This is an optimization exercise on Yosys and OpenROAD, whose aim is small area, a short achievable clock period and few clock cycles, not a production implementation. Function was checked by simulation only, so behaviour that the tests miss may differ from the original. No activity file was given, so power comes from the tool's default toggle rates.

[design/flow/standard.sh]
#!/bin/bash
# synth_recipe.tcl (not shown) runs the flow's synth.tcl, then flattens the netlist and writes it again
# the make line also repeats each setting of config.mk as NAME=value (left out here)
make -C /OpenROAD-flow-scripts/flow DESIGN_CONFIG=/design/flow/config.mk WORK_HOME=/design/flow/orfs CLKGATE_MAP_FILE= SYNTH_SCRIPT=/design/flow/synth_recipe.tcl "${@:-finish}"
[design/flow/constraint.sdc]
create_clock -name core_clock -period 5.5 [get_ports {clock}]
set_input_delay 1.1000 -clock core_clock [delete_from_list [all_inputs] [get_ports {clock}]]
set_output_delay 1.1000 -clock core_clock [all_outputs]
set_load 0.01 [all_outputs]
[design/flow/flow/run.sh]
#!/bin/bash
set -euo pipefail
export BUFFER_PORTS_ARGS="-buffer_cell sky130_fd_sc_hd__buf_2"
export CTS_ARGS="-sink_clustering_enable -repair_clock_nets -dont_use_dummy_load -sink_clustering_size 10 -sink_clustering_max_diameter 40 -buf_list sky130_fd_sc_hd__clkbuf_4"
bash standard.sh MATCH_CELL_FOOTPRINT=0 finish > standard_make.log 2>&1
[design/flow/config.mk]
export PLATFORM = sky130hd
export DESIGN_NAME = y_filter_top
export DESIGN_NICKNAME = y_filter_top
export VERILOG_FILES = /design/flow/design.v
export SDC_FILE = /design/flow/constraint.sdc
export NUM_CORES = 4
export LEC_CHECK = 0
export ABC_AREA = 1
export CAP_MARGIN = 20
export CORE_MARGIN = 2
export CORE_UTILIZATION = 55
export CTS_BUF_LIST = sky130_fd_sc_hd__clkbuf_8
export CTS_CLUSTER_DIAMETER = 50
export CTS_CLUSTER_SIZE = 18
export SETUP_SLACK_MARGIN = 3.0
export SLEW_MARGIN = 20
[design/flow/design.v]
package pix_pkg;
	localparam int PIXEL_BITS = 8;
	localparam int LANES      = 4;                   
	typedef logic [PIXEL_BITS-1:0]       pixel_t;
	typedef logic [LANES*PIXEL_BITS-1:0] beat_t;    
	localparam int LINE_BEATS   = 4;                 
	localparam int STORED_LINES = 4;                 
	typedef logic [1:0] col_t;                       
	typedef logic [2:0] row_cnt_t;                   
endpackage
package filt_pkg;
	typedef logic [1:0] rot_t;
	typedef logic [7:0] coeff_t;
	localparam coeff_t H_EDGE   = 8'd6;
	localparam coeff_t H_NEAR   = 8'd58;
	localparam coeff_t H_CENTER = 8'd128;
	typedef logic [15:0] prod_t;                     
	typedef logic [17:0] sum_t;                      
	localparam sum_t ROUND_BIAS  = 18'd128;
	localparam int   ROUND_SHIFT = 8;
endpackage
`timescale 1ns/1ps
module y_filter_top
(
	input  logic  clock,
	input  logic  reset,
	input  logic  in_valid,
	output logic  in_ready,
	input  pix_pkg::beat_t in_data,
	input  logic  in_first,
	output logic  out_valid,
	input  logic  out_ready,
	output pix_pkg::beat_t out_data
);
	localparam int LANES = pix_pkg::LANES;
	localparam int PB    = pix_pkg::PIXEL_BITS;
	localparam int LB    = pix_pkg::LINE_BEATS;
	localparam int DEPTH = LB * pix_pkg::STORED_LINES - 2;    
	logic           adv;                                 
	logic           accept;
	pix_pkg::beat_t sr [DEPTH];                          
	logic [9:0]     g2 [LANES];                          
	logic [9:0]     u2 [LANES];                          
	logic [14:0]    p [LANES];                           
	pix_pkg::col_t  col;
	logic [2:0]     row;
	pix_pkg::beat_t res;
	assign adv      = !out_valid || out_ready;
	assign in_ready = adv;
	assign accept   = adv && in_valid;
	pix_pkg::col_t eff_col;
	logic [2:0]    eff_row;
	assign eff_col = in_first ? pix_pkg::col_t'(0) : col;
	assign eff_row = in_first ? 3'd0 : row;
	always_ff @(posedge clock) begin
		if (reset) begin
			col <= '0;
			row <= '0;
		end else if (accept) begin
			col <= eff_col + pix_pkg::col_t'(1);
			if (eff_col == pix_pkg::col_t'(LB - 1) && !eff_row[2]) begin
				row <= eff_row + 3'd1;
			end else begin
				row <= eff_row;
			end
		end
	end
	function automatic logic [29:0] csa(input logic [14:0] a, input logic [14:0] b, input logic [14:0] c);
		csa = {(a & b) | (a & c) | (b & c), a ^ b ^ c};
	endfunction
	function automatic logic [14:0] add15(input logic [14:0] a, input logic [14:0] b);
		logic [14:0] g;
		logic [14:0] p;
		logic [14:0] gg;
		logic [14:0] pp;
		g  = a & b;
		p  = a ^ b;
		gg = g;
		pp = p;
		for (int lv = 0; lv < 4; lv++) begin
			for (int i = 0; i < 15; i++) begin
				if ((i >> lv) & 1) begin
					int j;
					j = ((i >> lv) << lv) - 1;
					gg[i] = gg[i] | (pp[i] & gg[j]);
					pp[i] = pp[i] & pp[j];
				end
			end
		end
		for (int i = 2; i < 15; i = i * 2) begin
			gg[i] = (g[i] | (p[i] & g[i-1])) | ((p[i] & p[i-1]) & gg[i-2]);
		end
		add15 = p ^ {gg[13:0], 1'b0};
	endfunction
	function automatic logic [14:0] cpa1(input logic [29:0] cs);
		cpa1 = add15(cs[14:0], {cs[28:15], 1'b1});
	endfunction
	always_ff @(posedge clock) begin
		if (accept) begin
			sr[0] <= in_data;
			for (int k = 1; k < DEPTH; k++) begin
				sr[k] <= sr[k-1];
			end
			for (int l = 0; l < LANES; l++) begin
				logic [14:0] t;
				logic [14:0] gx;
				t      = cpa1(csa(15'(sr[13][l*PB +: PB]), ~(15'(sr[9][l*PB +: PB])), ~(15'(sr[1][l*PB +: PB]))));
				g2[l] <= t[9:0];
				t      = cpa1(csa(15'(sr[9][l*PB +: PB]), 15'(sr[1][l*PB +: PB]), {6'd0, sr[5][l*PB +: PB], 1'b1}));
				u2[l] <= t[9:0];
				gx     = {{5{g2[l][9]}}, g2[l]};
				p[l]  <= cpa1(csa({gx[13:0], 1'b1}, gx, {u2[l], 5'd0}));
			end
		end
	end
	always_comb begin
		for (int l = 0; l < LANES; l++) begin
			logic [14:0] acc;
			acc = cpa1(csa(p[l], {6'd0, in_data[l*PB +: PB], 1'b0}, {7'd0, in_data[l*PB +: PB]}));
			res[l*PB +: PB] = acc[14:7];
		end
	end
	always_ff @(posedge clock) begin
		if (reset) begin
			out_valid <= 1'b0;
		end else if (adv) begin
			out_valid <= in_valid && eff_row[2];         
		end
	end
	always_ff @(posedge clock) begin
		if (accept) begin
			out_data <= res;
		end
	end
endmodule
==> results of run 1 <==
==> state kept, by name, indices dropped and copies added (netlist names) <==
name       cells
sr           448
u2            40
out_valid      1
row            3
g2            40
out_data      32
col            2
p             60
==> metal layers <==
layer | share of wire | GRT usage | vias up
met2 | 0.46 | 0.271 | 194
li1 | - | - | 7554
met1 | 0.48 | 0.237 | 7255
met4 | 0.028 | 0.0573 | 0
met5 | 0 | 0 | -
met3 | 0.034 | 0.0342 | 90
==> area by class of cell <==
class / count / share of cell area
repair inverters: 1 / 0.000160
flip-flops and latches: 626 / 0.600
clock buffers: 95 / 0.0228
well taps: 680 / 0.0272
diodes: 1 / 0.0000801
repair buffers: 97 / 0.0206
inverters: 327 / 0.0412
multi-input cells: 1163 / 0.288
==> metrics by stage <==
step	utilization	instance area [um^2]
finish	0.605	31200
global route	0.605	31200
CTS	0.602	31100
detailed placement	0.586	30300
global placement	0.586	30300
floorplan	-	29000
==> worst register-to-register path, delay by kind of cell, from the launching register on <==
| kind | cells | cell delay, ns |
|---|---|---|
| simple gates | 6 | 0.58 |
| fa+ha+maj | 2 | 1.00 |
| flops | 1 | 0.44 |
| buf+inv | 1 | 0.17 |
==> worst max path at each step <==
stage,from,endpoint,cells after the start
after floorplan,out_ready,g2[0][0]$_DFFE_PP_,4
after global placement,out_ready,sr[0][24]$_DFFE_PP_,7
after detailed placement,out_ready,sr[13][24]$_DFFE_PP_,7
after CTS,out_data[7]$_DFFE_PP_,out_data[7],1
after global routing,out_data[7]$_DFFE_PP_,out_data[7],1
final,out_ready,in_ready,4
==> what timing repair did <==
| action | 4_1_cts | 5_1_grt |
|---|---|---|
| resized for setup | 11 | 16 |
| gates cloned | 1 | 1 |
| setup endpoints to repair | 304 | 278 |
| pin swaps | 0 | 3 |
| hold buffers | 0 | 0 |
| setup buffers | 1 | 16 |
==> logic make-up after synthesis <==
logic type      Yosys count  synth area share
flops                   626             0.650
simple gates            614            0.0888
fa+ha+maj               298             0.160
xor+xnor                 89            0.0270
compound gates          162            0.0320
buf+inv                 327            0.0426
==> placed cells by master (no fill, tap or decap), drive strengths merged, types with 8 or more instances in the layout <==
cell	n
inv	325
nor2	75
a21o	18
fa	116
xnor2	18
ha	182
or2	8
nand2	428
o21ai	18
a21oi	106
a21boi	8
nand3	92
xor2	71
clkbuf	96
buf	96
edfxtp	620
==> report_power, final <==
part / internal [W] / total, W / switching (W)
Combinational: 0.00189 / 0.00467 / 0.00278
Sequential: 0.00625 / 0.00655 / 0.000301
Clock: 0.000788 / 0.00223 / 0.00144
Total: 0.00893 / 0.0134 / 0.00452
==> impl_metrics.env, run 1 <==
export IMPL_wl_per_cell_um=14.6
export IMPL_routed_wl_um=43800
export IMPL_yosys_warnings=5
export IMPL_required_ns=4.40
export IMPL_synth_area_um2=28800
export IMPL_powerDensity_nw_per_um2=431
export IMPL_antenna_found_initial=1
export IMPL_start_util=0.559
export IMPL_synth_edf_count=620
export IMPL_endpoint_kind="output pin"
export IMPL_yosys_area_top_type="edfxtp_1"
export IMPL_yosys_cell_types_count=30
export IMPL_whs_path_depth=0
export IMPL_rsz0062_at_grt="yes"
export IMPL_hold_viol_final=0
export IMPL_rows=83
export IMPL_tns_ns=0
export IMPL_synth_ff_type="edfxtp_1"
export IMPL_fin_nets=2646
export IMPL_worst_ep_arrival_time_ns=1.41
export IMPL_num_io_pins=71
export IMPL_cp_top_family="buffers and inverters"
export IMPL_finClkSkew_ns=0.0804
export IMPL_dieWidth_um=233
export IMPL_period_minus_slack_ns=2.51
export IMPL_synthTopCellsByCount="edfxtp_1 (620), nand2_1 (409), inv_1 (326)"
export IMPL_ys_ff_latch=626
export IMPL_cts_sinks=626
export IMPL_path_cells="buf_12, clkinv_16, nand2_8, buf_6"
export IMPL_async_reset_ff_frac=0
export IMPL_first_global_vias=15400
export IMPL_dieArea_um2=54300
export IMPL_slew_limit_headroom=0.400
export IMPL_crit_fanout=3
export IMPL_clockBufferDepth=3
export IMPL_slew_violations=0
export IMPL_syn_area_per_cell_um2=13.6
export IMPL_dpl_hpwl_um=29000
export IMPL_synth_most_common_cell="edfxtp_1"
export IMPL_fp_coreArea_um2=51600
export IMPL_cap_violations=0
export IMPL_grt_use_total=0.171
export IMPL_synth_yosys_seq_area_share=0.650
export IMPL_grt_overflow=0
export IMPL_grt_max_degree=163
export IMPL_drive_above_1_share=0.110
export IMPL_place_inst=2875
export IMPL_cts_root_buf="clkbuf_4"
export IMPL_min_delay_start="sr[0][20]$_DFFE_PP_"
export IMPL_synth_cells=2116
export IMPL_clk_latency_ns=0.81
export IMPL_slowest_delay_ns=0.11
export IMPL_ff_latch_area_um2=18700
export IMPL_worstMarginPinSlew_ns=0.900
export IMPL_place_ws_ns=1.72
export IMPL_drc=0
export IMPL_via_count=15100
export IMPL_clock_fmax_ghz=0.398
export IMPL_hold_end="sr[1][20]$_DFFE_PP_"
export IMPL_cp_num_buf_inv=3
export IMPL_cts_made_buffers=95
export IMPL_via_per_inst=5.05
export IMPL_yosys_top_cells_area="edfxtp_1 (65%), fa_1 (8.1%), ha_1 (7.9%), nand2_1 (5.3%), inv_1 (4.2%)"
export IMPL_htreeDepth=3
export IMPL_synth_top_cell_area_share=0.646
export IMPL_status="timing/DRC/antenna clean"
export IMPL_regToRegSetupSlack_ns=3.05
export IMPL_multi_input_area_um2=8980
export IMPL_fill_cells=4096
export IMPL_cts_tree="done"
export IMPL_grt_pass1_wl_um=73100
export IMPL_fin_cells=2990
export IMPL_crit_path_start_kind="input pin"
export IMPL_hold_worst_slack_ns=0.375
export IMPL_gp_congestion=0.770
export IMPL_p_leak_nw=13.3
export IMPL_setup_ws_ns=2.99
export IMPL_drt_iter0_drc=914
export IMPL_syn_to_final_growth_pct=8.33
export IMPL_r2r_cells=9
export IMPL_setup_viol=0
export IMPL_reg2reg_to="u2[2][9]$_DFFE_PP_"
export IMPL_irDropWorstVdd_mv=0.324
export IMPL_first_pass_iters=5
export IMPL_r2r_start="sr[1][17]$_DFFE_PP_"
export IMPL_slowest_stage="buf_12"
export IMPL_die_h_um=233
export IMPL_p_total_w=0.0134
export IMPL_crit_type="in -> out"
export IMPL_ant_nets=0
export IMPL_io_buffers=70
export IMPL_clk_pin_slew_ns=0.10
export IMPL_fin_crit_sh=0.457
export IMPL_min_path_type="reg -> reg"
export IMPL_syn_nets=2451
Testbench counts, summed over its fixed seeds: cycles 3,080.
==> run 2, diff against run 1 <==
--- a/design/flow/config.mk
+++ b/design/flow/config.mk
@@ -10,3 +10,3 @@
 export CORE_MARGIN = 2
-export CORE_UTILIZATION = 55
+export CORE_UTILIZATION = 62
 export CTS_BUF_LIST = sky130_fd_sc_hd__clkbuf_8
==> run 2 against run 1 <==
- non-clock buffer count down 10
- combinational power up 0.9%
- clock skew about the same
- largest power group unchanged
- critical path type unchanged
- setup slack worse by 0.010 ns
- sequential share of layout area up 0.39 points
- synthesized cell count unchanged
==> impl_metrics.env, run 2 <==
export IMPL_crit_path_start_kind="input pin"
export IMPL_antenna_found_initial=1
export IMPL_fin_crit_sh=0.458
export IMPL_min_path_type="reg -> reg"
export IMPL_cts_root_buf="clkbuf_4"
export IMPL_status="timing/DRC/antenna clean"
export IMPL_htreeDepth=3
export IMPL_switching_share=0.338
export IMPL_drt_iter0_drc=946
export IMPL_cts_sinks=626
export IMPL_wl_per_cell_um=15.0
export IMPL_first_pass_iters=7
export IMPL_power_frac_comb=0.349
export IMPL_syn_to_final_growth_pct=7.63
export IMPL_slowest_stage="buf_6"
export IMPL_final_cell_mix="edfxtp_1 (620), nand2_1 (406), inv_1 (318)"
export IMPL_pwr_share_clk=0.163
export IMPL_reg_top3="sr x448, p x60"
export IMPL_yosys_warnings=5
export IMPL_ys_ff_latch=626
export IMPL_r2r_cells=7
export IMPL_syn_area_per_cell_um2=13.6
export IMPL_syn_nets=2451
export IMPL_synth_top_cell_area_share=0.646
export IMPL_dieWidth_um=220
export IMPL_fin_area_um2=31000
export IMPL_finClkSkew_ns=0.0799
export IMPL_clockBufferDepth=3
export IMPL_fin_nets=2634
export IMPL_start_util=0.623
export IMPL_min_delay_start="sr[2][31]$_DFFE_PP_"
export IMPL_rsz0062_at_grt="yes"
export IMPL_hold_end="sr[3][31]$_DFFE_PP_"
export IMPL_setup_viol=0
export IMPL_dieArea_um2=48200
export IMPL_r2r_start="sr[1][1]$_DFFE_PP_"
export IMPL_io_buffers=70
export IMPL_yosys_cell_types_count=30
export IMPL_slowest_delay_ns=0.12
export IMPL_fp_coreArea_um2=46300
export IMPL_clock_fmax_ghz=0.397
export IMPL_regToRegSetupSlack_ns=3.10
export IMPL_synth_area_um2=28800
export IMPL_largest_reg_flops=448
export IMPL_crit_top_cell="buf_6"
export IMPL_hold_viol_final=0
export IMPL_p_sw_w=0.00455
export IMPL_required_ns=4.40
export IMPL_ant_nets=0
export IMPL_reg2reg_to="u2[0][6]$_DFFE_PP_"
export IMPL_synth_yosys_seq_area_share=0.650
export IMPL_worstMarginPinSlew_ns=0.912
export IMPL_worst_ep_arrival_time_ns=1.42
export IMPL_p_int_w=0.00892
export IMPL_via_per_inst=5.19
export IMPL_dpl_hpwl_um=29400
export IMPL_synth_cells=2116
export IMPL_p_leak_nw=13.3
export IMPL_gp_congestion=0.796
export IMPL_grt_use_total=0.190
export IMPL_synth_ff_type="edfxtp_1"
export IMPL_first_global_vias=15300
export IMPL_path_cells="buf_6, clkinv_16, nand2_8, buf_6"
export IMPL_powerDensity_nw_per_um2=434
export IMPL_clk_pin_slew_ns=0.10
export IMPL_num_io_pins=71
export IMPL_slew_violations=0
export IMPL_cap_violations=0
export IMPL_wl_met3_um=1730
export IMPL_grt_pass1_wl_um=72100
export IMPL_yosys_area_top_type="edfxtp_1"
export IMPL_tns_ns=0
export IMPL_setup_ws_ns=2.98
export IMPL_slew_limit_headroom=0.392
export IMPL_crit_fanout=2
export IMPL_grt_max_degree=151
export IMPL_endpoint_kind="output pin"
export IMPL_yosys_top_cells_area="edfxtp_1 (65%), fa_1 (8.1%), ha_1 (7.9%), nand2_1 (5.3%), inv_1 (4.2%)"
export IMPL_async_reset_ff_frac=0
export IMPL_p_total_w=0.0135
export IMPL_routed_wl_um=43600
export IMPL_crit_type="in -> out"
export IMPL_largest_register="sr"
export IMPL_top_layer="met4"
export IMPL_synth_edf_count=620
export IMPL_place_ws_ns=2.31
export IMPL_period_minus_slack_ns=2.52
export IMPL_layout_commonest_cell="edfxtp_1"
export IMPL_rows=79
export IMPL_synthTopCellsByCount="edfxtp_1 (620), nand2_1 (409), inv_1 (326)"
export IMPL_irDropWorstVdd_mv=0.310
export IMPL_drive_above_1_share=0.106
export IMPL_met1_length_um=20900
export IMPL_die_h_um=220
export IMPL_clk_latency_ns=0.81
export IMPL_cts_made_buffers=94
export IMPL_met2_length_um=19900
export IMPL_placed_area_um2=30200
export IMPL_cts_tree="done"
export IMPL_via_count=15100
export IMPL_seqPwrFrac=0.487
export IMPL_drc=0
export IMPL_whs_path_depth=0
export IMPL_synth_most_common_cell="edfxtp_1"
export IMPL_grt_overflow=0
-- run 2: power groups by stage --
stage               combinational (W)  clock [W]  sequential, W
global placement              0.00448          0        0.00665
CTS                           0.00470    0.00234        0.00657
global route                  0.00547    0.00252        0.00664
finish                        0.00471    0.00220        0.00656
detailed placement            0.00465          0        0.00667
floorplan                     0.00361          0        0.00671
-- run 2: stage by stage --
stage	instances	util	hold WS (ns)
after detailed placement	2800	0.652	0.405
after global placement	2800	0.652	0.400
after global routing	2905	0.671	0.350
after CTS	2900	0.669	0.339
after floorplan	2116	-	0.400
final	2905	0.671	0.357
-- run 2: kinds of logic (layout without fill, tap and decap cells) --
group | Yosys count | in the layout | synth area share
buf+inv | 327 | 508 | 0.0426
xor+xnor | 89 | 89 | 0.0270
other cells | 0 | 1 | 0
simple gates | 614 | 614 | 0.0888
flops | 626 | 626 | 0.650
fa+ha+maj | 298 | 298 | 0.160
compound gates | 162 | 162 | 0.0320
-- run 2: worst max-delay path by stage --
stage	from	to	cells past startpoint
after floorplan	out_ready	g2[0][0]$_DFFE_PP_	4
after global routing	out_valid$_SDFFE_PP0N_	in_ready	2
after detailed placement	out_ready	p[0][3]$_DFFE_PP_	7
final	out_ready	in_ready	4
after CTS	out_data[25]$_DFFE_PP_	out_data[25]	1
after global placement	out_ready	p[0][3]$_DFFE_PP_	7
-- run 2: critical path, delay by kind of cell --
family,cells,cell delay [ns]
buffers and inverters,3,0.26
AND/OR/NAND/NOR,1,0.06
-- run 2: layout make-up --
cell class / count / area (um^2)
multi-input combinational: 1163 / 8990
clock buffer: 94 / 706
antenna: 1 / 2.50
fill: 3371 / 15200
tap: 607 / 759
inverter: 327 / 1290
timing repair buffer: 87 / 541
sequential: 626 / 18700
-- run 2: timing repair --
action | CTS | global route
setup endpoints to repair | 30 | 48
setup buffers | 6 | 4
endpoints found under the hold margin | 0 | 0
pin swaps | 1 | 1
resized for setup | 7 | 17
hold buffers | 0 | 0
-- run 2: routing by layer --
layer  GRT usage  vias to the layer above
met1       0.266                     7206
met3      0.0360                       83
met2       0.300                      262
met4      0.0720                        0
li1            -                     7532
met5           0                        -
==> run 3, diff against run 2 <==
--- a/design/flow/config.mk
+++ b/design/flow/config.mk
@@ -10,3 +10,3 @@
 export CORE_MARGIN = 2
-export CORE_UTILIZATION = 62
+export CORE_UTILIZATION = 48
 export CTS_BUF_LIST = sky130_fd_sc_hd__clkbuf_8
==> run 3 against run 2 <==
- wire length up 2.1%
- synthesized cell count unchanged
- maximum frequency up 0.32%
- worst hold slack worse by 0.0062 ns
- clock skew up 0.027 ns
- final area up 1.4%
- cell count up 6.5%
- combinational power up 1%
- total power up 1.5%
- via count up 1.3%
- first-iteration DRC count down 17%
- critical path type unchanged
- largest cell class unchanged
- largest power group unchanged
- highest routed layer unchanged
==> impl_metrics.env, run 3 <==
export IMPL_worst_ep_arrival_time_ns=1.41
export IMPL_grt_use_total=0.148
export IMPL_largest_reg_flops=448
export IMPL_synth_top_cell_area_share=0.646
export IMPL_drc=0
export IMPL_yosys_area_top_type="edfxtp_1"
export IMPL_status="timing/DRC/antenna clean"
export IMPL_drive_above_1_share=0.116
export IMPL_fin_nets=2655
export IMPL_syn_area_per_cell_um2=13.6
export IMPL_cts_made_buffers=104
export IMPL_crit_type="in -> out"
export IMPL_setup_viol=0
export IMPL_cts_tree="done"
export IMPL_ys_ff_latch=626
export IMPL_clk_latency_ns=0.85
export IMPL_clock_fmax_ghz=0.398
export IMPL_syn_nets=2451
export IMPL_first_pass_iters=5
export IMPL_dieArea_um2=62000
export IMPL_slew_limit_headroom=0.357
export IMPL_synthTopCellsByCount="edfxtp_1 (620), nand2_1 (409), inv_1 (326)"
export IMPL_wl_per_cell_um=14.4
export IMPL_via_per_inst=4.94
export IMPL_period_minus_slack_ns=2.51
export IMPL_final_cell_mix="edfxtp_1 (620), nand2_1 (405), inv_1 (317)"
export IMPL_via_count=15300
export IMPL_htreeDepth=3
export IMPL_irDropWorstVdd_mv=0.275
export IMPL_yosys_cell_types_count=30
export IMPL_slew_violations=0
export IMPL_crit_fanout=3
export IMPL_start_util=0.487
export IMPL_die_h_um=249
export IMPL_endpoint_kind="output pin"
export IMPL_fill_cells=5004
export IMPL_dieWidth_um=249
export IMPL_grt_max_degree=171
export IMPL_num_io_pins=71
export IMPL_required_ns=4.40
export IMPL_cap_violations=0
export IMPL_worstMarginPinSlew_ns=0.964
export IMPL_synth_yosys_seq_area_share=0.650
export IMPL_async_reset_ff_frac=0
export IMPL_rsz0062_at_grt="yes"
export IMPL_cts_sinks=626
export IMPL_hold_buffers=0
export IMPL_synth_ff_type="edfxtp_1"
export IMPL_hold_viol_final=0
export IMPL_cts_root_buf="clkbuf_4"
export IMPL_placed_area_um2=30400
export IMPL_first_global_vias=15900
export IMPL_reg_top3="sr x448, p x60"
export IMPL_clockBufferDepth=3
export IMPL_grt_overflow=0
export IMPL_min_path_type="reg -> reg"
export IMPL_setup_ws_ns=2.99
export IMPL_p_total_w=0.0137
export IMPL_synth_cells=2116
export IMPL_synth_edf_count=620
export IMPL_finClkSkew_ns=0.107
export IMPL_clk_pin_slew_ns=0.10
export IMPL_synth_most_common_cell="edfxtp_1"
export IMPL_io_buffers=70
export IMPL_rows=89
export IMPL_ant_nets=0
export IMPL_synth_area_um2=28800
export IMPL_place_ws_ns=2.25
export IMPL_p_leak_nw=13.4
export IMPL_drt_iter0_drc=784
export IMPL_fp_coreArea_um2=59200
export IMPL_syn_to_final_growth_pct=9.11
export IMPL_powerDensity_nw_per_um2=435
export IMPL_yosys_top_cells_area="edfxtp_1 (65%), fa_1 (8.1%), ha_1 (7.9%), nand2_1 (5.3%), inv_1 (4.2%)"
export IMPL_gp_congestion=0.792
export IMPL_tns_ns=0
export IMPL_yosys_warnings=5
export IMPL_antenna_found_initial=2
export IMPL_fin_area_um2=31500
export IMPL_largest_register="sr"
export IMPL_fin_crit_sh=0.457
export IMPL_dpl_hpwl_um=29900
export IMPL_grt_pass1_wl_um=75100
export IMPL_routed_wl_um=44500
export IMPL_layout_commonest_cell="edfxtp_1"
export IMPL_crit_path_start_kind="input pin"
## run 3: layer usage
metal	GRT usage	wire length (um)	vias up	part of all wire
met2	0.234	20000	240	0.45
li1	-	-	7592	-
met5	0	0	-	0
met4	0.0552	1300	0	0.029
met1	0.204	21500	7333	0.48
met3	0.0330	1660	107	0.037
## run 3: final timing paths
check | cells after the start | start | to | slack (ns)
worst max-delay path | 4 | out_ready | in_ready | 2.99
worst min-delay path | 0 | sr[11][26]$_DFFE_PP_ | sr[12][26]$_DFFE_PP_ | 0.35
worst max register to register | 11 | g2[2][5]$_DFFE_PP_ | p[2][11]$_DFFE_PP_ | 3.13
worst min register to register | 0 | sr[11][26]$_DFFE_PP_ | sr[12][26]$_DFFE_PP_ | 0.35
## run 3: area by class of cell
class | count | area (um^2) | share of cell area
antenna | 3 | 7.51 | 0.000239
timing repair buffer | 98 | 657 | 0.0209
multi-input combinational | 1163 | 9010 | 0.287
clock buffer | 104 | 781 | 0.0248
tap | 773 | 967 | 0.0307
sequential | 626 | 18700 | 0.596
inverter | 327 | 1290 | 0.0409
## run 3: stage by stage
stage	instances	utilization	hold slack [ns]
floorplan	2116	-	0.400
global placement	2972	0.514	0.400
detailed placement	2972	0.514	0.405
CTS	3080	0.528	0.341
global route	3094	0.531	0.353
finish	3094	0.531	0.351
## run 3: timing repair
item,in CTS,in global routing
buffers inserted,4,11
endpoints found under the setup margin,37,56
pin swaps,0,4
gates cloned,0,0
endpoints found under the hold margin,0,0
resized for setup,5,27
## run 3: power breakdown
group          switching, W  leakage (nW)  total [W]  internal, W
Combinational       0.00284          6.79    0.00476      0.00192
Sequential         0.000317          6.12    0.00657      0.00625
Clock               0.00148         0.478    0.00234     0.000858
Total               0.00464          13.4     0.0137      0.00903
## run 3: worst max-delay path: stages
cell and delay, ns:
buf_12 0.11, clkinv_16 0.04, nand2_8 0.04, buf_6 0.11
## run 3: cells by family after synthesis
group | after synthesis | share of synthesized area
flip-flops | 626 | 0.650
AND/OR/NAND/NOR | 614 | 0.0888
buffers and inverters | 327 | 0.0426
adder cells (fa/ha/maj) | 298 | 0.160
AO/OA/AOI/OAI | 162 | 0.0320
XOR/XNOR | 89 | 0.0270
==> run 4, diff against run 3 <==
--- a/design/flow/config.mk
+++ b/design/flow/config.mk
@@ -10,3 +10,3 @@
 export CORE_MARGIN = 2
-export CORE_UTILIZATION = 48
+export CORE_UTILIZATION = 55
 export CTS_BUF_LIST = sky130_fd_sc_hd__clkbuf_8
@@ -16 +16,2 @@
 export SLEW_MARGIN = 20
+export TNS_END_PERCENT = 30
==> run 4 against run 3 <==
- via count fell by 2.1%
- register-to-register slack got worse by 0.07 ns
- critical endpoint unchanged
- total power fell by 2.6%
- flip-flop and latch count did not move
- non-clock buffer count fell by 4
- critical path depth did not move
- maximum frequency fell by 2.1%
- largest power group unchanged
==> impl_metrics.env, run 4 <==
export IMPL_hold_end="sr[3][18]$_DFFE_PP_"
export IMPL_die_h_um=233
export IMPL_fp_coreArea_um2=51600
export IMPL_io_buffers=70
export IMPL_yosys_area_top_type="edfxtp_1"
export IMPL_seqPwrFrac=0.493
export IMPL_largest_register="sr"
export IMPL_cts_root_buf="clkbuf_4"
export IMPL_required_ns=4.40
export IMPL_hold_buffers=0
export IMPL_grt_max_degree=100
export IMPL_yosys_cell_types_count=30
export IMPL_reg2reg_to="u2[1][7]$_DFFE_PP_"
export IMPL_setup_ws_ns=2.93
export IMPL_synth_edf_count=620
export IMPL_synth_ff_type="edfxtp_1"
export IMPL_async_reset_ff_frac=0
export IMPL_clk_latency_ns=0.80
export IMPL_r2r_cells=8
export IMPL_fin_nets=2637
export IMPL_regToRegSetupSlack_ns=3.06
export IMPL_cts_sinks=626
export IMPL_pwr_share_clk=0.162
export IMPL_synth_top_cell_area_share=0.646
export IMPL_slew_limit_headroom=0.665
export IMPL_num_io_pins=71
export IMPL_crit_type="in -> out"
export IMPL_worst_ep_arrival_time_ns=1.47
export IMPL_placed_area_um2=30200
export IMPL_via_count=15000
export IMPL_met1_length_um=21200
export IMPL_clockBufferDepth=3
export IMPL_irDropWorstVdd_mv=0.301
export IMPL_endpoint_kind="output pin"
export IMPL_crit_path_start_kind="input pin"
export IMPL_place_ws_ns=2.21
export IMPL_tns_ns=0
export IMPL_r2r_start="sr[1][9]$_DFFE_PP_"
export IMPL_p_total_w=0.0133
export IMPL_drt_iter0_drc=784
export IMPL_whs_path_depth=0
export IMPL_top_layer="met4"
export IMPL_cts_tree="done"
export IMPL_switching_share=0.336
export IMPL_clk_pin_slew_ns=0.09
export IMPL_start_util=0.559
export IMPL_crit_fanout=3
export IMPL_clock_fmax_ghz=0.389
export IMPL_grt_pass1_wl_um=71800
export IMPL_status="timing/DRC/antenna clean"
export IMPL_power_frac_comb=0.345
export IMPL_wl_met3_um=1670
export IMPL_drive_above_1_share=0.102
export IMPL_p_sw_w=0.00448
export IMPL_synth_yosys_seq_area_share=0.650
export IMPL_setup_viol=0
export IMPL_drc=0
export IMPL_routed_wl_um=43400
export IMPL_syn_area_per_cell_um2=13.6
export IMPL_first_global_vias=15300
export IMPL_period_minus_slack_ns=2.57
export IMPL_cts_made_buffers=90
export IMPL_syn_nets=2451
export IMPL_place_inst=2879
export IMPL_cap_violations=0
export IMPL_p_leak_nw=13.3
export IMPL_syn_to_final_growth_pct=7.83
export IMPL_yosys_warnings=5
export IMPL_dieArea_um2=54300
export IMPL_wl_per_cell_um=14.6
export IMPL_dpl_hpwl_um=29400
export IMPL_final_cell_mix="edfxtp_1 (620), nand2_1 (407), inv_1 (323)"
export IMPL_htreeDepth=3
export IMPL_synth_area_um2=28800
export IMPL_rsz0062_at_grt="yes"
export IMPL_p_int_w=0.00884
export IMPL_synth_cells=2116
export IMPL_min_path_type="reg -> reg"
export IMPL_hold_viol_final=0
export IMPL_powerDensity_nw_per_um2=428
export IMPL_reg_top3="sr x448, p x60"
export IMPL_first_pass_iters=5
export IMPL_grt_overflow=0
export IMPL_min_delay_start="sr[2][18]$_DFFE_PP_"
export IMPL_largest_reg_flops=448
export IMPL_synthTopCellsByCount="edfxtp_1 (620), nand2_1 (409), inv_1 (326)"
export IMPL_grt_use_total=0.167
export IMPL_fin_area_um2=31100
export IMPL_worstMarginPinSlew_ns=0.502
export IMPL_fin_crit_sh=0.467
export IMPL_ant_nets=0
export IMPL_finClkSkew_ns=0.0944
export IMPL_synth_most_common_cell="edfxtp_1"
export IMPL_gp_congestion=0.790
export IMPL_dieWidth_um=233
export IMPL_via_per_inst=5.02
export IMPL_met2_length_um=19500
export IMPL_layout_commonest_cell="edfxtp_1"
export IMPL_yosys_top_cells_area="edfxtp_1 (65%), fa_1 (8.1%), ha_1 (7.9%), nand2_1 (5.3%), inv_1 (4.2%)"
export IMPL_ys_ff_latch=626
export IMPL_fin_cells=2982
export IMPL_rows=83
export IMPL_antenna_found_initial=2
export IMPL_slew_violations=0
[run 4: layout make-up]
type                            instances  area [um^2]
Antenna cell                            2         5.00
Clock buffer                           90          676
Fill cell                            4040        20500
Inverter                              327         1260
Multi-Input combinational cell       1163         8930
Sequential cell                       626        18700
Tap cell                              680          851
Timing Repair Buffer                   94          627
[run 4: critical path: stages]
cell and delay, ns:
buf_4 0.15, clkinv_16 0.06, nand2_8 0.06, buf_6 0.09
[run 4: metal layers]
metal / GRT usage / up-vias
met1: 0.232 / 7148
li1: - / 7532
met4: 0.0523 / 0
met2: 0.263 / 194
met3: 0.0376 / 83
met5: 0 / -
[run 4: power groups by stage]
stage / clock network [W] / registers [W] / logic, W
finish: 0.00215 / 0.00656 / 0.00460
floorplan: 0 / 0.00671 / 0.00356
CTS: 0.00229 / 0.00658 / 0.00464
global route: 0.00246 / 0.00664 / 0.00539
global placement: 0 / 0.00667 / 0.00446
detailed placement: 0 / 0.00667 / 0.00458
[run 4: how the worst max path moves through the flow]
stage,start,to,slack [ns],cells past startpoint
6_report,out_ready,in_ready,2.93,4
5_1_grt,out_data[29]$_DFFE_PP_,out_data[29],2.85,1
4_1_cts,out_data[29]$_DFFE_PP_,out_data[29],2.84,1
3_5_place_dp,out_ready,sr[2][4]$_DFFE_PP_,2.21,6
3_3_place_gp,out_ready,sr[2][4]$_DFFE_PP_,2.25,6
2_1_floorplan,out_ready,g2[0][0]$_DFFE_PP_,-5.56,4
[run 4: through the flow]
step | hold WS (ns) | util
floorplan | 0.400 | -
global placement | 0.400 | 0.586
detailed placement | 0.405 | 0.586
CTS | 0.337 | 0.599
global route | 0.350 | 0.602
finish | 0.341 | 0.602
[run 4: repair_timing]
action / in CTS / in global routing
pin swaps: 0 / 2
setup buffers: 0 / 10
setup endpoints to repair: 34 / 51
gates resized for setup: 3 / 18
[run 4: cells by family (layout without fill, tap and decap cells)]
group / Yosys count / in the layout / share of synthesized area
flops: 626 / 626 / 0.650
simple gates: 614 / 614 / 0.0888
buf+inv: 327 / 511 / 0.0426
fa+ha+maj: 298 / 298 / 0.160
compound gates: 162 / 162 / 0.0320
xor+xnor: 89 / 89 / 0.0270
other cells: 0 / 2 / 0
==> run 5, diff against run 4 <==
--- a/design/flow/design.v
+++ b/design/flow/design.v
@@ -47,3 +47,3 @@
 	pix_pkg::beat_t res;
-	assign adv      = !out_valid || out_ready;
+	assign adv      = out_ready;
 	assign in_ready = adv;
--- a/design/flow/config.mk
+++ b/design/flow/config.mk
@@ -16,2 +16 @@
 export SLEW_MARGIN = 20
-export TNS_END_PERCENT = 30
==> run 5 against run 4 <==
- still clean
- sequential share of layout area grew 0.059 points
- combinational power is 54% lower
- register-to-register slack is essentially flat
- synthesized area about the same
- clock-buffer cell count up 6
- cell count is essentially flat
- first-iteration DRC count up 15%
- global-route usage increased by 0.61 points
- critical path depth decreased by 3
- maximum frequency is 3.0% higher
==> impl_metrics.env, run 5 <==
export IMPL_hold_viol_final=0
export IMPL_clockBufferDepth=3
export IMPL_endpoint_kind="output pin"
export IMPL_io_buffers=70
export IMPL_irDropWorstVdd_mv=0.228
export IMPL_grt_max_degree=187
export IMPL_dieWidth_um=233
export IMPL_tns_ns=0
export IMPL_slowest_delay_ns=0.41
export IMPL_rows=83
export IMPL_cp_num_buf_inv=1
export IMPL_crit_type="reg -> out"
export IMPL_p_int_w=0.00732
export IMPL_required_ns=4.40
export IMPL_use_met1=0.242
export IMPL_p_sw_w=0.00286
export IMPL_gp_congestion=0.813
export IMPL_yosys_area_top_type="edfxtp_1"
export IMPL_seqPwrFrac=0.572
export IMPL_synth_most_common_cell="edfxtp_1"
export IMPL_fin_cells=2984
export IMPL_setup_viol=0
export IMPL_cp_depth=1
export IMPL_synth_yosys_seq_area_share=0.650
export IMPL_layout_commonest_cell="edfxtp_1"
export IMPL_r2r_start="sr[1][9]$_DFFE_PP_"
export IMPL_first_pass_iters=5
export IMPL_final_util=0.602
export IMPL_rsz0062_at_grt="yes"
export IMPL_period_minus_slack_ns=2.49
export IMPL_num_io_pins=71
export IMPL_synth_area_um2=28800
export IMPL_cp_top_family="flip-flops"
export IMPL_drive_above_1_share=0.106
export IMPL_syn_to_final_growth_pct=7.69
export IMPL_synth_edf_count=620
export IMPL_via_per_inst=5.05
export IMPL_synthTopCellsByCount="edfxtp_1 (620), nand2_1 (410), inv_1 (320)"
export IMPL_fin_nets=2638
export IMPL_synth_ff_type="edfxtp_1"
export IMPL_wl_per_cell_um=14.8
export IMPL_synth_cells=2116
export IMPL_crit_end="out_data[1]"
export IMPL_ys_ff_latch=626
export IMPL_drt_iter0_drc=905
export IMPL_htreeDepth=3
export IMPL_hold_buffers=0
export IMPL_cts_sinks=626
export IMPL_grt_pass1_wl_um=74100
export IMPL_path_cells="buf_2"
export IMPL_reg_top3="sr x448, p x60"
export IMPL_first_global_vias=15500
export IMPL_worst_ep_arrival_time_ns=1.39
export IMPL_worstMarginPinSlew_ns=0.963
export IMPL_start_util=0.559
export IMPL_routed_wl_um=44100
export IMPL_fp_coreArea_um2=51600
export IMPL_regToRegSetupSlack_ns=3.05
export IMPL_status="timing/DRC/antenna clean"
export IMPL_clock_fmax_ghz=0.401
export IMPL_min_path_type="reg -> reg"
export IMPL_slew_violations=0
export IMPL_pwr_share_clk=0.220
export IMPL_drc=0
export IMPL_busiest_layer="met2"
export IMPL_finClkSkew_ns=0.0907
export IMPL_cts_tree="done"
export IMPL_cts_made_buffers=96
export IMPL_fin_crit_sh=0.453
export IMPL_dieArea_um2=54300
export IMPL_clk_pin_slew_ns=0.10
export IMPL_crit_fanout=1
export IMPL_slew_limit_headroom=0.358
export IMPL_async_reset_ff_frac=0
export IMPL_grt_overflow=0
export IMPL_die_h_um=233
export IMPL_ant_nets=0
export IMPL_p_leak_nw=13.0
export IMPL_syn_area_per_cell_um2=13.6
export IMPL_yosys_top_cells_area="edfxtp_1 (65%), fa_1 (8.1%), ha_1 (7.9%), nand2_1 (5.3%), inv_1 (4.2%)"
export IMPL_switching_share=0.281
export IMPL_clk_latency_ns=0.85
export IMPL_hold_worst_slack_ns=0.330
export IMPL_grtUsageMet3=0.0373
export IMPL_place_inst=2873
export IMPL_grt_use_total=0.173
export IMPL_reg2reg_to="u2[1][7]$_DFFE_PP_"
export IMPL_largest_register="sr"
export IMPL_fill_cells=4028
export IMPL_cp_startpoint="out_data[1]$_DFFE_PP_"
export IMPL_largest_reg_flops=448
export IMPL_slowest_stage="edfxtp_1"
export IMPL_yosys_cell_types_count=33
export IMPL_fin_area_um2=31000
export IMPL_r2r_cells=8
export IMPL_cap_violations=0
export IMPL_power_frac_comb=0.208
export IMPL_powerDensity_nw_per_um2=328
export IMPL_syn_nets=2451
export IMPL_antenna_found_initial=2
export IMPL_placed_area_um2=30100
export IMPL_cts_root_buf="clkbuf_4"
export IMPL_synth_top_cell_area_share=0.646
export IMPL_final_cell_mix="edfxtp_1 (620), nand2_1 (408), inv_1 (318)"
export IMPL_yosys_warnings=5
export IMPL_grt_use_met2=0.269
export IMPL_via_count=15100
export IMPL_dpl_hpwl_um=29500
export IMPL_crit_path_start_kind="flip-flop"
-- run 5: cell types whose count changed in the layout (fill, tap and decap cells not counted), sizes merged --
cell    delta
clkinv     -1
clkbuf     +6
diode      +1
buf        -4
nand2      +1
nand3      -1
o211ai     +1
o21ai      -3
nor3b      +1
nor2       +1
-- run 5: power by group through the flow --
stage	Combinational (W)	Clock, W	Sequential (W)
finish	0.00211	0.00224	0.00582
global route	0.00246	0.00255	0.00586
CTS	0.00209	0.00238	0.00583
detailed placement	0.00207	0	0.00593
global placement	0.00201	0	0.00593
floorplan	0.00160	0	0.00598
-- run 5: layout make-up --
type	instances	area (um^2)	area share
multi-input cells	1163	8960	0.289
repair buffers	90	544	0.0175
clock buffers	96	721	0.0232
flip-flops and latches	626	18700	0.603
well taps	680	851	0.0274
inverters	326	1230	0.0395
diodes	3	7.51	0.000242
-- run 5: logic make-up (layout without fill, tap and decap cells) --
group                    after synthesis  in the layout  synth area share
flip-flops                           626            626             0.650
AND/OR/NAND/NOR                      616            616            0.0891
buffers and inverters                327            512            0.0427
adder cells (fa/ha/maj)              298            298             0.160
AO/OA/AOI/OAI                        160            160            0.0318
other                                  0              3                 0
XOR/XNOR                              89             89            0.0270
-- run 5: per-layer routing --
layer	up-vias	wire length [um]
met2	213	20000
met1	7221	21300
met3	97	1640
li1	7534	-
met5	-	0
met4	0	1140
-- run 5: stage by stage --
stage | setup WS (ns) | total power, W
after floorplan | -5.47 | 0.00758
after global placement | 2.21 | 0.00794
after detailed placement | 2.18 | 0.00800
after CTS | 2.89 | 0.0103
after global routing | 2.88 | 0.0109
final | 3.01 | 0.0102
-- run 5: how the worst min path moves through the flow --
| stage | depth (start not counted) | end | start | slack, ns |
|---|---|---|---|---|
| after global routing | 1 | sr[0][9]$_DFFE_PP_ | in_data[9] | 0.36 |
| final | 0 | sr[5][23]$_DFFE_PP_ | sr[4][23]$_DFFE_PP_ | 0.33 |
| after global placement | 0 | sr[3][24]$_DFFE_PP_ | sr[2][24]$_DFFE_PP_ | 0.40 |
| after CTS | 1 | sr[0][1]$_DFFE_PP_ | in_data[1] | 0.35 |
| after floorplan | 0 | sr[11][0]$_DFFE_PP_ | sr[10][0]$_DFFE_PP_ | 0.40 |
| after detailed placement | 0 | sr[11][10]$_DFFE_PP_ | sr[10][10]$_DFFE_PP_ | 0.40 |
-- run 5: what timing repair did --
item,in CTS,in global routing
buffers inserted,0,11
gates resized for setup,0,21
setup endpoints to repair,30,53
pin swaps,0,2
Testbench counts of run 5, summed over its fixed seeds: cycles 3,080.
==> run 6, diff against run 5 <==
--- a/design/flow/flow/run.sh
+++ b/design/flow/flow/run.sh
@@ -1,2 +1,10 @@
 #!/bin/bash
+# The standard layout (standard.sh: its synthesis, floorplan, power grid,
+# placement, routing), with three changes to how the layout is made:
+#  - the ports are buffered with buf_2 instead of the default delay buffer,
+#  - the resizer may swap a cell for one of another footprint,
+#  - clock tree synthesis uses clkbuf_4, clusters of at most 10 sinks within
+#    40 um, and adds no dummy loads.
+# The make output goes to standard_make.log here; each ORFS step also keeps its
+# own log under orfs/logs.
 set -euo pipefail
--- a/design/flow/config.mk
+++ b/design/flow/config.mk
@@ -11,5 +11,3 @@
 export CORE_UTILIZATION = 55
-export CTS_BUF_LIST = sky130_fd_sc_hd__clkbuf_8
-export CTS_CLUSTER_DIAMETER = 50
-export CTS_CLUSTER_SIZE = 18
+export PLACE_DENSITY = 0.8
 export SETUP_SLACK_MARGIN = 3.0
==> run 6 against run 5 <==
- highest routed layer unchanged
- critical path type unchanged
- cell count down 0.20%
- global-route usage decreased by 0.064 points
- total power shrank 0.43%
- non-clock buffer count shrank 3
- synthesized area did not move
- sequential power is essentially flat
- combinational power about the same
- synthesized cell count stayed put
- clock-buffer cell count decreased by 6
==> impl_metrics.env, run 6 <==
export IMPL_htreeDepth=3
export IMPL_layout_commonest_cell="edfxtp_1"
export IMPL_seqPwrFrac=0.575
export IMPL_rows=83
export IMPL_grt_pass1_wl_um=74000
export IMPL_irDropWorstVdd_mv=0.212
export IMPL_gp_congestion=0.792
export IMPL_yosys_warnings=5
export IMPL_num_io_pins=71
export IMPL_clk_pin_slew_ns=0.09
export IMPL_crit_fanout=1
export IMPL_synth_ff_type="edfxtp_1"
export IMPL_io_buffers=70
export IMPL_first_pass_iters=5
export IMPL_setup_viol=0
export IMPL_drive_above_1_share=0.103
export IMPL_crit_type="reg -> out"
export IMPL_routed_wl_um=45400
export IMPL_yosys_cell_types_count=33
export IMPL_ys_ff_latch=626
export IMPL_syn_nets=2451
export IMPL_cp_top_family="flip-flops"
export IMPL_pwr_share_clk=0.215
export IMPL_synth_most_common_cell="edfxtp_1"
export IMPL_rsz0062_at_grt="yes"
export IMPL_dieArea_um2=54300
export IMPL_fill_cells=3818
export IMPL_required_ns=4.40
export IMPL_fin_cells=2978
export IMPL_via_count=15500
export IMPL_clock_fmax_ghz=0.394
export IMPL_slowest_stage="edfxtp_1"
export IMPL_yosys_area_top_type="edfxtp_1"
export IMPL_cap_violations=0
export IMPL_yosys_top_cells_area="edfxtp_1 (65%), fa_1 (8.1%), ha_1 (7.9%), nand2_1 (5.3%), inv_1 (4.2%)"
export IMPL_synthTopCellsByCount="edfxtp_1 (620), nand2_1 (410), inv_1 (320)"
export IMPL_worst_ep_arrival_time_ns=1.44
export IMPL_die_h_um=233
export IMPL_dieWidth_um=233
export IMPL_syn_area_per_cell_um2=13.6
export IMPL_min_path_type="reg -> reg"
export IMPL_finClkSkew_ns=0.0647
export IMPL_slowest_delay_ns=0.49
export IMPL_synth_edf_count=620
export IMPL_place_ws_ns=2.30
export IMPL_p_leak_nw=13.0
export IMPL_syn_to_final_growth_pct=7.39
export IMPL_crit_path_start_kind="flip-flop"
export IMPL_clockBufferDepth=3
export IMPL_async_reset_ff_frac=0
export IMPL_p_int_w=0.00726
export IMPL_cts_made_buffers=90
export IMPL_placed_area_um2=30100
export IMPL_endpoint_kind="output pin"
export IMPL_drc=0
export IMPL_path_cells="buf_6"
export IMPL_p_total_w=0.0101
export IMPL_switching_share=0.284
export IMPL_ant_nets=0
export IMPL_fin_nets=2629
export IMPL_fin_crit_sh=0.461
export IMPL_powerDensity_nw_per_um2=327
export IMPL_status="timing/DRC/antenna clean"
export IMPL_clk_latency_ns=0.81
export IMPL_largest_register="sr"
export IMPL_setup_ws_ns=2.96
export IMPL_fin_area_um2=31000
export IMPL_grt_max_degree=138
export IMPL_period_minus_slack_ns=2.54
export IMPL_final_cell_mix="edfxtp_1 (620), nand2_1 (406), inv_1 (317)"
export IMPL_cp_num_buf_inv=1
export IMPL_grt_use_met2=0.283
export IMPL_synth_cells=2116
export IMPL_slew_limit_headroom=0.348
export IMPL_place_inst=2872
export IMPL_synth_yosys_seq_area_share=0.650
export IMPL_grt_use_total=0.172
export IMPL_drt_iter0_drc=970
export IMPL_antenna_found_initial=4
export IMPL_dpl_hpwl_um=30700
export IMPL_hold_viol_final=0
export IMPL_wl_per_cell_um=15.3
export IMPL_worstMarginPinSlew_ns=0.977
export IMPL_via_per_inst=5.19
export IMPL_reg_top3="sr x448, p x60"
export IMPL_fp_coreArea_um2=51600
export IMPL_p_sw_w=0.00288
export IMPL_start_util=0.559
export IMPL_slew_violations=0
export IMPL_cts_root_buf="clkbuf_4"
export IMPL_grt_overflow=0
export IMPL_synth_area_um2=28800
export IMPL_synth_top_cell_area_share=0.646
export IMPL_grtUsageMet3=0.0390
export IMPL_busiest_layer="met2"
export IMPL_cts_tree="done"
export IMPL_largest_reg_flops=448
export IMPL_use_met1=0.227
export IMPL_first_global_vias=15700
export IMPL_cts_sinks=626
export IMPL_power_frac_comb=0.210
[run 6: cell counts after synthesis]
Identical to the previous run, type by type.
[run 6: worst paths after layout]
| path | cells past startpoint | startpoint | end | slack (ns) |
|---|---|---|---|---|
| hold / removal | 0 | sr[3][13]$_DFFE_PP_ | sr[4][13]$_DFFE_PP_ | 0.37 |
| setup reg to reg | 8 | sr[1][9]$_DFFE_PP_ | u2[1][8]$_DFFE_PP_ | 3.07 |
| setup / recovery | 1 | out_data[24]$_DFFE_PP_ | out_data[24] | 2.96 |
| hold reg to reg | 0 | sr[3][13]$_DFFE_PP_ | sr[4][13]$_DFFE_PP_ | 0.37 |
[run 6: timing repair]
item,in CTS,in global routing
gates resized for setup,3,20
setup buffers,1,9
pin swaps,0,3
endpoints found under the setup margin,33,51
hold buffers,0,0
[run 6: through the flow]
step / setup TNS, ns / util / hold slack, ns
CTS: 0 / 0.597 / 0.364
detailed placement: 0 / 0.584 / 0.405
finish: 0 / 0.600 / 0.374
global placement: 0 / 0.584 / 0.400
global route: 0 / 0.600 / 0.354
floorplan: -3414.05 / - / 0.400
[run 6: metal layers]
layer / part of all wire / vias up
li1: - / 7515
met1: 0.45 / 7563
met2: 0.48 / 280
met3: 0.043 / 104
met4: 0.027 / 0
met5: 0 / -
[run 6: final cells by class]
class                   count  area, um^2  share of cell area
flip-flops and latches    626       18700               0.605
multi-input cells        1163        8930               0.288
repair buffers             87         528              0.0171
clock buffers              90         676              0.0218
inverters                 326        1230              0.0396
diodes                      6        15.0            0.000485
well taps                 680         851              0.0275
[run 6: power by group through the flow]
stage	logic [W]	clock network [W]	registers [W]
after floorplan	0.00160	0	0.00598
after global placement	0.00197	0	0.00593
after detailed placement	0.00209	0	0.00593
after CTS	0.00211	0.00230	0.00583
after global routing	0.00246	0.00245	0.00586
final	0.00213	0.00218	0.00583
[run 6: cell families (layout without fill, tap and decap cells)]
kind of cell / after synthesis / count (layout) / share of synthesized area
other: 0 / 6 / 0
XOR/XNOR: 89 / 89 / 0.0270
buffers and inverters: 327 / 503 / 0.0427
adder cells (fa/ha/maj): 298 / 298 / 0.160
AND/OR/NAND/NOR: 616 / 616 / 0.0891
AO/OA/AOI/OAI: 160 / 160 / 0.0318
flip-flops: 626 / 626 / 0.650
==> run 7, diff against run 6 <==
--- a/design/flow/config.mk
+++ b/design/flow/config.mk
@@ -11,3 +11,2 @@
 export CORE_UTILIZATION = 55
-export PLACE_DENSITY = 0.8
 export SETUP_SLACK_MARGIN = 3.0
==> run 7 against run 6 <==
- sequential share of layout area shrank 0.17 points
- register-to-register slack lost 0.02 ns
- clock skew grew 0.026 ns
- largest power group unchanged
- critical endpoint is now out_data[1]
- utilization grew 0.17 points
- die area is the same
- combinational power is essentially flat
- final area grew 0.28%
- clock-buffer cell count grew 6
- clock power grew 3%
- critical path depth is the same
==> impl_metrics.env, run 7 <==
export IMPL_synthTopCellsByCount="edfxtp_1 (620), nand2_1 (410), inv_1 (320)"
export IMPL_largest_reg_flops=448
export IMPL_synthAdderAreaFrac=0.160
export IMPL_grt_use_total=0.173
export IMPL_clk_latency_ns=0.85
export IMPL_synth_ff_type="edfxtp_1"
export IMPL_crit_type="reg -> out"
export IMPL_min_delay_start="sr[4][23]$_DFFE_PP_"
export IMPL_min_path_type="reg -> reg"
export IMPL_io_buffers=70
export IMPL_num_io_pins=71
export IMPL_r2r_start="sr[1][9]$_DFFE_PP_"
export IMPL_grt_pass1_wl_um=74100
export IMPL_synth_most_common_cell="edfxtp_1"
export IMPL_grt_max_degree=187
export IMPL_slew_violations=0
export IMPL_ant_nets=0
export IMPL_final_cell_mix="edfxtp_1 (620), nand2_1 (408), inv_1 (318)"
export IMPL_syn_to_final_growth_pct=7.69
export IMPL_slowest_stage="edfxtp_1"
export IMPL_placed_area_um2=30100
export IMPL_finClkSkew_ns=0.0907
export IMPL_synth_area_um2=28800
export IMPL_rows=83
export IMPL_worst_ep_arrival_time_ns=1.39
export IMPL_via_per_inst=5.05
export IMPL_p_leak_nw=13.0
export IMPL_routed_wl_um=44100
export IMPL_whs_path_depth=0
export IMPL_fill_cells=4028
export IMPL_fin_nets=2638
export IMPL_synth_xor_xnor_area_share=0.0270
export IMPL_r2r_cells=8
export IMPL_hold_worst_slack_ns=0.330
export IMPL_layout_commonest_cell="edfxtp_1"
export IMPL_synth_compound_area_frac=0.0318
export IMPL_cap_violations=0
export IMPL_synth_top_family_by_area="adder cells"
export IMPL_ys_ff_latch=626
export IMPL_drc=0
export IMPL_synth_area_mux_share=0
export IMPL_hold_viol_final=0
export IMPL_yosys_cell_types_count=33
export IMPL_synth_edf_count=620
export IMPL_yosys_area_share_simple=0.0891
export IMPL_cts_sinks=626
export IMPL_fin_area_um2=31000
export IMPL_syn_nets=2451
export IMPL_drt_iter0_drc=905
export IMPL_regToRegSetupSlack_ns=3.05
export IMPL_endpoint_kind="output pin"
export IMPL_crit_path_start_kind="flip-flop"
export IMPL_powerDensity_nw_per_um2=328
export IMPL_cp_top_family="flip-flops"
export IMPL_syn_area_per_cell_um2=13.6
export IMPL_dieWidth_um=233
export IMPL_async_reset_ff_frac=0
export IMPL_synth_cells=2116
export IMPL_reg2reg_to="u2[1][7]$_DFFE_PP_"
export IMPL_first_global_vias=15500
export IMPL_cts_tree="done"
export IMPL_fin_crit_sh=0.453
export IMPL_drive_above_1_share=0.106
export IMPL_htreeDepth=3
export IMPL_reg_top3="sr x448, p x60"
export IMPL_cts_root_buf="clkbuf_4"
export IMPL_first_pass_iters=5
export IMPL_irDropWorstVdd_mv=0.228
export IMPL_slew_limit_headroom=0.358
export IMPL_start_util=0.559
export IMPL_rsz0062_at_grt="yes"
export IMPL_antenna_found_initial=2
export IMPL_crit_fanout=1
export IMPL_dieArea_um2=54300
export IMPL_gp_congestion=0.813
export IMPL_worstMarginPinSlew_ns=0.963
export IMPL_setup_viol=0
export IMPL_clock_fmax_ghz=0.401
export IMPL_hold_end="sr[5][23]$_DFFE_PP_"
export IMPL_cp_depth=1
export IMPL_die_h_um=233
export IMPL_cp_num_buf_inv=1
export IMPL_clk_pin_slew_ns=0.10
export IMPL_yosys_area_top_type="edfxtp_1"
export IMPL_yosys_top_cells_area="edfxtp_1 (65%), fa_1 (8.1%), ha_1 (7.9%), nand2_1 (5.3%), inv_1 (4.2%)"
export IMPL_largest_register="sr"
export IMPL_clockBufferDepth=3
export IMPL_period_minus_slack_ns=2.49
export IMPL_status="timing/DRC/antenna clean"
export IMPL_synth_top_cell_area_share=0.646
export IMPL_grt_overflow=0
export IMPL_wl_per_cell_um=14.8
export IMPL_dpl_hpwl_um=29500
export IMPL_synth_yosys_seq_area_share=0.650
export IMPL_slowest_delay_ns=0.41
export IMPL_path_cells="buf_2"
export IMPL_fp_coreArea_um2=51600
export IMPL_yosys_warnings=5
export IMPL_cts_made_buffers=96
export IMPL_via_count=15100
export IMPL_required_ns=4.40
==> run 7: how the worst max path moves through the flow <==
stage	startpoint	to
after floorplan	in_valid	g2[0][0]$_DFFE_PP_
after global placement	out_ready	sr[4][24]$_DFFE_PP_
after detailed placement	out_ready	sr[6][17]$_DFFE_PP_
after CTS	out_data[2]$_DFFE_PP_	out_data[2]
after global routing	out_data[5]$_DFFE_PP_	out_data[5]
final	out_data[1]$_DFFE_PP_	out_data[1]
==> run 7: layout make-up <==
cell class	count	area [um^2]	share of cell area
Sequential cell	626	18700	0.603
Timing Repair Buffer	90	544	0.0175
Inverter	326	1230	0.0395
Clock buffer	96	721	0.0232
Tap cell	680	851	0.0274
Multi-Input combinational cell	1163	8960	0.289
Antenna cell	3	7.51	0.000242
==> run 7: what timing repair did <==
action | in CTS | in global routing
pin swaps | 0 | 2
buffers inserted | 0 | 11
gates resized for setup | 0 | 21
setup endpoints to repair | 30 | 53
hold buffers | 0 | 0
==> run 7: kinds of logic after synthesis <==
group | count (synthesis)
and+or+nand+nor | 616
AOI/OAI and AO/OA | 160
xor gates and xnor gates | 89
DFF | 626
adders and majority gates | 298
buffers and inverters | 327
==> run 7: report_power, final <==
group / internal, W / total [W] / switching, W
combinational: 0.000840 / 0.00211 / 0.00127
sequential: 0.00568 / 0.00582 / 0.000138
clock: 0.000796 / 0.00224 / 0.00144
==> run 7: metrics by stage <==
stage	worst slack [ns]	std cells	util	setup TNS [ns]	total power [W]
floorplan	-5.47	2116	-	-3414.05	0.00758
global placement	2.21	2873	0.584	0	0.00794
detailed placement	2.18	2873	0.584	0	0.00800
CTS	2.89	2969	0.598	0	0.0103
global route	2.88	2984	0.602	0	0.0109
finish	3.01	2984	0.602	0	0.0102
==> run 7: routing by layer <==
metal,track usage,routed length (um),vias to the layer above
met4,0.0613,1140,0
met2,0.269,20000,213
li1,-,-,7534
met3,0.0373,1640,97
met5,0,0,-
met1,0.242,21300,7221
==> run 8, diff against run 7 <==
--- a/design/flow/config.mk
+++ b/design/flow/config.mk
@@ -11,2 +11,3 @@
 export CORE_UTILIZATION = 55
+export GPL_ROUTABILITY_DRIVEN = 0
 export SETUP_SLACK_MARGIN = 3.0
==> run 8 against run 7 <==
- cell count stayed put
- synthesized cell count stayed put
- clock-buffer cell count stayed put
- largest cell class unchanged
- utilization stayed put
- clock power hardly changed
- wire length stayed put
- largest power group unchanged
- critical path type unchanged
- maximum frequency stayed put
- critical path depth stayed put
- register-to-register slack hardly changed
- combinational power hardly changed
==> impl_metrics.env, run 8 <==
export IMPL_status="timing/DRC/antenna clean"
export IMPL_synth_area_mux_share=0
export IMPL_hold_worst_slack_ns=0.330
export IMPL_crit_end="out_data[1]"
export IMPL_cap_violations=0
export IMPL_crit_type="reg -> out"
export IMPL_clk_pin_slew_ns=0.10
export IMPL_cts_sinks=626
export IMPL_regToRegSetupSlack_ns=3.05
export IMPL_fin_area_um2=31000
export IMPL_ff_latch_area_um2=18700
export IMPL_via_count=15100
export IMPL_wl_per_cell_um=14.8
export IMPL_via_per_inst=5.05
export IMPL_power_frac_comb=0.208
export IMPL_tns_ns=0
export IMPL_rows=83
export IMPL_hold_buffers=0
export IMPL_synth_xor_xnor_area_share=0.0270
export IMPL_reg2reg_to="u2[1][7]$_DFFE_PP_"
export IMPL_synth_cells=2116
export IMPL_cp_top_family="flip-flops"
export IMPL_reg_top3="sr x448, p x60"
export IMPL_slowest_delay_ns=0.41
export IMPL_crit_path_start_kind="flip-flop"
export IMPL_yosys_cell_types_count=33
export IMPL_slew_limit_headroom=0.358
export IMPL_final_cell_mix="edfxtp_1 (620), nand2_1 (408), inv_1 (318)"
export IMPL_endpoint_kind="output pin"
export IMPL_first_global_vias=15500
export IMPL_syn_area_per_cell_um2=13.6
export IMPL_syn_nets=2451
export IMPL_worstMarginPinSlew_ns=0.963
export IMPL_setup_viol=0
export IMPL_fp_coreArea_um2=51600
export IMPL_cp_num_buf_inv=1
export IMPL_synthTopCellsByCount="edfxtp_1 (620), nand2_1 (410), inv_1 (320)"
export IMPL_p_total_w=0.0102
export IMPL_cp_startpoint="out_data[1]$_DFFE_PP_"
export IMPL_clockBufferDepth=3
export IMPL_hold_viol_final=0
export IMPL_seqPwrFrac=0.572
export IMPL_synth_ff_type="edfxtp_1"
export IMPL_fin_nets=2638
export IMPL_ant_nets=0
export IMPL_rsz0062_at_grt="yes"
export IMPL_num_io_pins=71
export IMPL_clk_latency_ns=0.85
export IMPL_io_buffers=70
export IMPL_synth_top_cell_area_share=0.646
export IMPL_p_leak_nw=13.0
export IMPL_clock_fmax_ghz=0.401
export IMPL_switching_share=0.281
export IMPL_dieWidth_um=233
export IMPL_largest_reg_flops=448
export IMPL_multi_input_area_um2=8960
export IMPL_cts_made_buffers=96
export IMPL_powerDensity_nw_per_um2=328
export IMPL_synth_compound_area_frac=0.0318
export IMPL_drive_above_1_share=0.106
export IMPL_path_cells="buf_2"
export IMPL_antenna_found_initial=2
export IMPL_cts_tree="done"
export IMPL_crit_fanout=1
export IMPL_synth_most_common_cell="edfxtp_1"
export IMPL_first_pass_iters=5
export IMPL_synthAdderAreaFrac=0.160
export IMPL_drt_iter0_drc=905
export IMPL_slowest_stage="edfxtp_1"
export IMPL_largest_register="sr"
export IMPL_slew_violations=0
export IMPL_yosys_warnings=5
export IMPL_dieArea_um2=54300
export IMPL_irDropWorstVdd_mv=0.228
export IMPL_synth_yosys_seq_area_share=0.650
export IMPL_die_h_um=233
export IMPL_period_minus_slack_ns=2.49
export IMPL_async_reset_ff_frac=0
export IMPL_layout_commonest_cell="edfxtp_1"
export IMPL_synth_area_um2=28800
export IMPL_yosys_area_share_simple=0.0891
export IMPL_synth_top_family_by_area="adder cells"
export IMPL_p_sw_w=0.00286
export IMPL_placed_area_um2=30100
export IMPL_dpl_hpwl_um=29500
export IMPL_r2r_start="sr[1][9]$_DFFE_PP_"
export IMPL_finClkSkew_ns=0.0907
export IMPL_pwr_share_clk=0.220
export IMPL_ys_ff_latch=626
export IMPL_required_ns=4.40
export IMPL_grt_overflow=0
export IMPL_synth_edf_count=620
export IMPL_fill_cells=4028
export IMPL_final_util=0.602
export IMPL_min_path_type="reg -> reg"
export IMPL_cts_root_buf="clkbuf_4"
export IMPL_grt_max_degree=187
export IMPL_grt_use_total=0.173
export IMPL_grt_pass1_wl_um=74100
export IMPL_p_int_w=0.00732
export IMPL_r2r_cells=8
export IMPL_cp_depth=1
export IMPL_start_util=0.559
export IMPL_drc=0
export IMPL_yosys_top_cells_area="edfxtp_1 (65%), fa_1 (8.1%), ha_1 (7.9%), nand2_1 (5.3%), inv_1 (4.2%)"
export IMPL_fin_crit_sh=0.453
export IMPL_yosys_area_top_type="edfxtp_1"
export IMPL_htreeDepth=3
export IMPL_routed_wl_um=44100
export IMPL_worst_ep_arrival_time_ns=1.39
export IMPL_syn_to_final_growth_pct=7.69
## run 8: cell counts in the layout (fill, tap and decap cells not counted)
No cell type changed its count.
## run 8: worst min-delay path by stage
stage                         startpoint              endpoint  slack, ns  depth (start not counted)
finish               sr[4][23]$_DFFE_PP_   sr[5][23]$_DFFE_PP_       0.33                          0
global route                  in_data[9]    sr[0][9]$_DFFE_PP_       0.36                          1
CTS                           in_data[1]    sr[0][1]$_DFFE_PP_       0.35                          1
detailed placement  sr[10][10]$_DFFE_PP_  sr[11][10]$_DFFE_PP_       0.40                          0
global placement     sr[2][24]$_DFFE_PP_   sr[3][24]$_DFFE_PP_       0.40                          0
floorplan            sr[10][0]$_DFFE_PP_   sr[11][0]$_DFFE_PP_       0.40                          0
## run 8: power groups by stage
| stage | combinational (W) | sequential, W | clock, W |
|---|---|---|---|
| after global routing | 0.00246 | 0.00586 | 0.00255 |
| after global placement | 0.00201 | 0.00593 | 0 |
| after detailed placement | 0.00207 | 0.00593 | 0 |
| final | 0.00211 | 0.00582 | 0.00224 |
| after floorplan | 0.00160 | 0.00598 | 0 |
| after CTS | 0.00209 | 0.00583 | 0.00238 |
## run 8: layout make-up
| class | instances | share of cell area |
|---|---|---|
| Antenna cell | 3 | 0.000242 |
| Clock buffer | 96 | 0.0232 |
| Multi-Input combinational cell | 1163 | 0.289 |
| Inverter | 326 | 0.0395 |
| Tap cell | 680 | 0.0274 |
| Timing Repair Buffer | 90 | 0.0175 |
| Sequential cell | 626 | 0.603 |
## run 8: metrics by stage
step                      setup slack, ns  instances
final                                3.01       2984
after global routing                 2.88       2984
after CTS                            2.89       2969
after detailed placement             2.18       2873
after global placement               2.21       2873
after floorplan                     -5.47       2116
## run 8: kinds of logic after synthesis
family | count (synthesis)
XOR/XNOR | 89
AND/OR/NAND/NOR | 616
adder cells (fa/ha/maj) | 298
buffers and inverters | 327
AO/OA/AOI/OAI | 160
flip-flops | 626
## run 8: metal layers
layer	up-vias	routed length (um)	track usage
li1	7534	-	-
met4	0	1140	0.0613
met1	7221	21300	0.242
met5	-	0	0
met3	97	1640	0.0373
met2	213	20000	0.269
## run 8: what timing repair did
action,CTS,global route
resized for setup,0,21
hold endpoints to repair,0,0
pin swaps,0,2
endpoints found under the setup margin,30,53
buffers inserted,0,11

[re-timing with driven ports]
The results above use ideal ports. As a check the final layouts listed here were re-extracted and re-timed, cells and wires unchanged.
Step 1, drivers: a clkbuf_16 drives clock and a buf_2 each remaining input, both assumed.
Step 2 times the ports against the registers' clock, not the clock port: input delays grow and output delays shrink by t, the midpoint of the rising clock arrivals with the driver on.
Slacks: ideal ports / drivers / drivers and shift; pairs: ideal ports / drivers.
| run | t, ns | slack for setup (ns) | latest minus earliest clock arrival (ns) | worst slew at a driven data input, ns | cell pins on the clock port's net |
|---|---|---|---|---|---|
| run 1 | 0.830 | 2.989 / 2.940 / 2.211 | 0.096 / 0.096 | 0.08 | 1 |
| run 2 | 0.833 | 2.978 / 2.938 / 2.251 | 0.095 / 0.094 | 0.08 | 1 |
| run 3 | 0.846 | 2.986 / 2.935 / 2.305 | 0.120 / 0.120 | 0.06 | 1 |
| run 4 | 0.812 | 2.932 / 2.904 / 2.345 | 0.094 / 0.094 | 0.07 | 1 |
| run 5 | 0.858 | 3.008 / 2.958 / 2.332 | 0.093 / 0.093 | 0.08 | 1 |
| run 6 | 0.832 | 2.962 / 2.909 / 2.271 | 0.069 / 0.069 | 0.11 | 1 |
| run 7 | 0.858 | 3.008 / 2.958 / 2.332 | 0.093 / 0.093 | 0.08 | 1 |
| run 8 | 0.858 | 3.008 / 2.958 / 2.332 | 0.093 / 0.093 | 0.08 | 1 |
After both steps setup and hold are still met in every run listed. The setup slack of run 1, which loses most, moves by -0.049 ns with the drivers and by -0.778 ns with both steps.
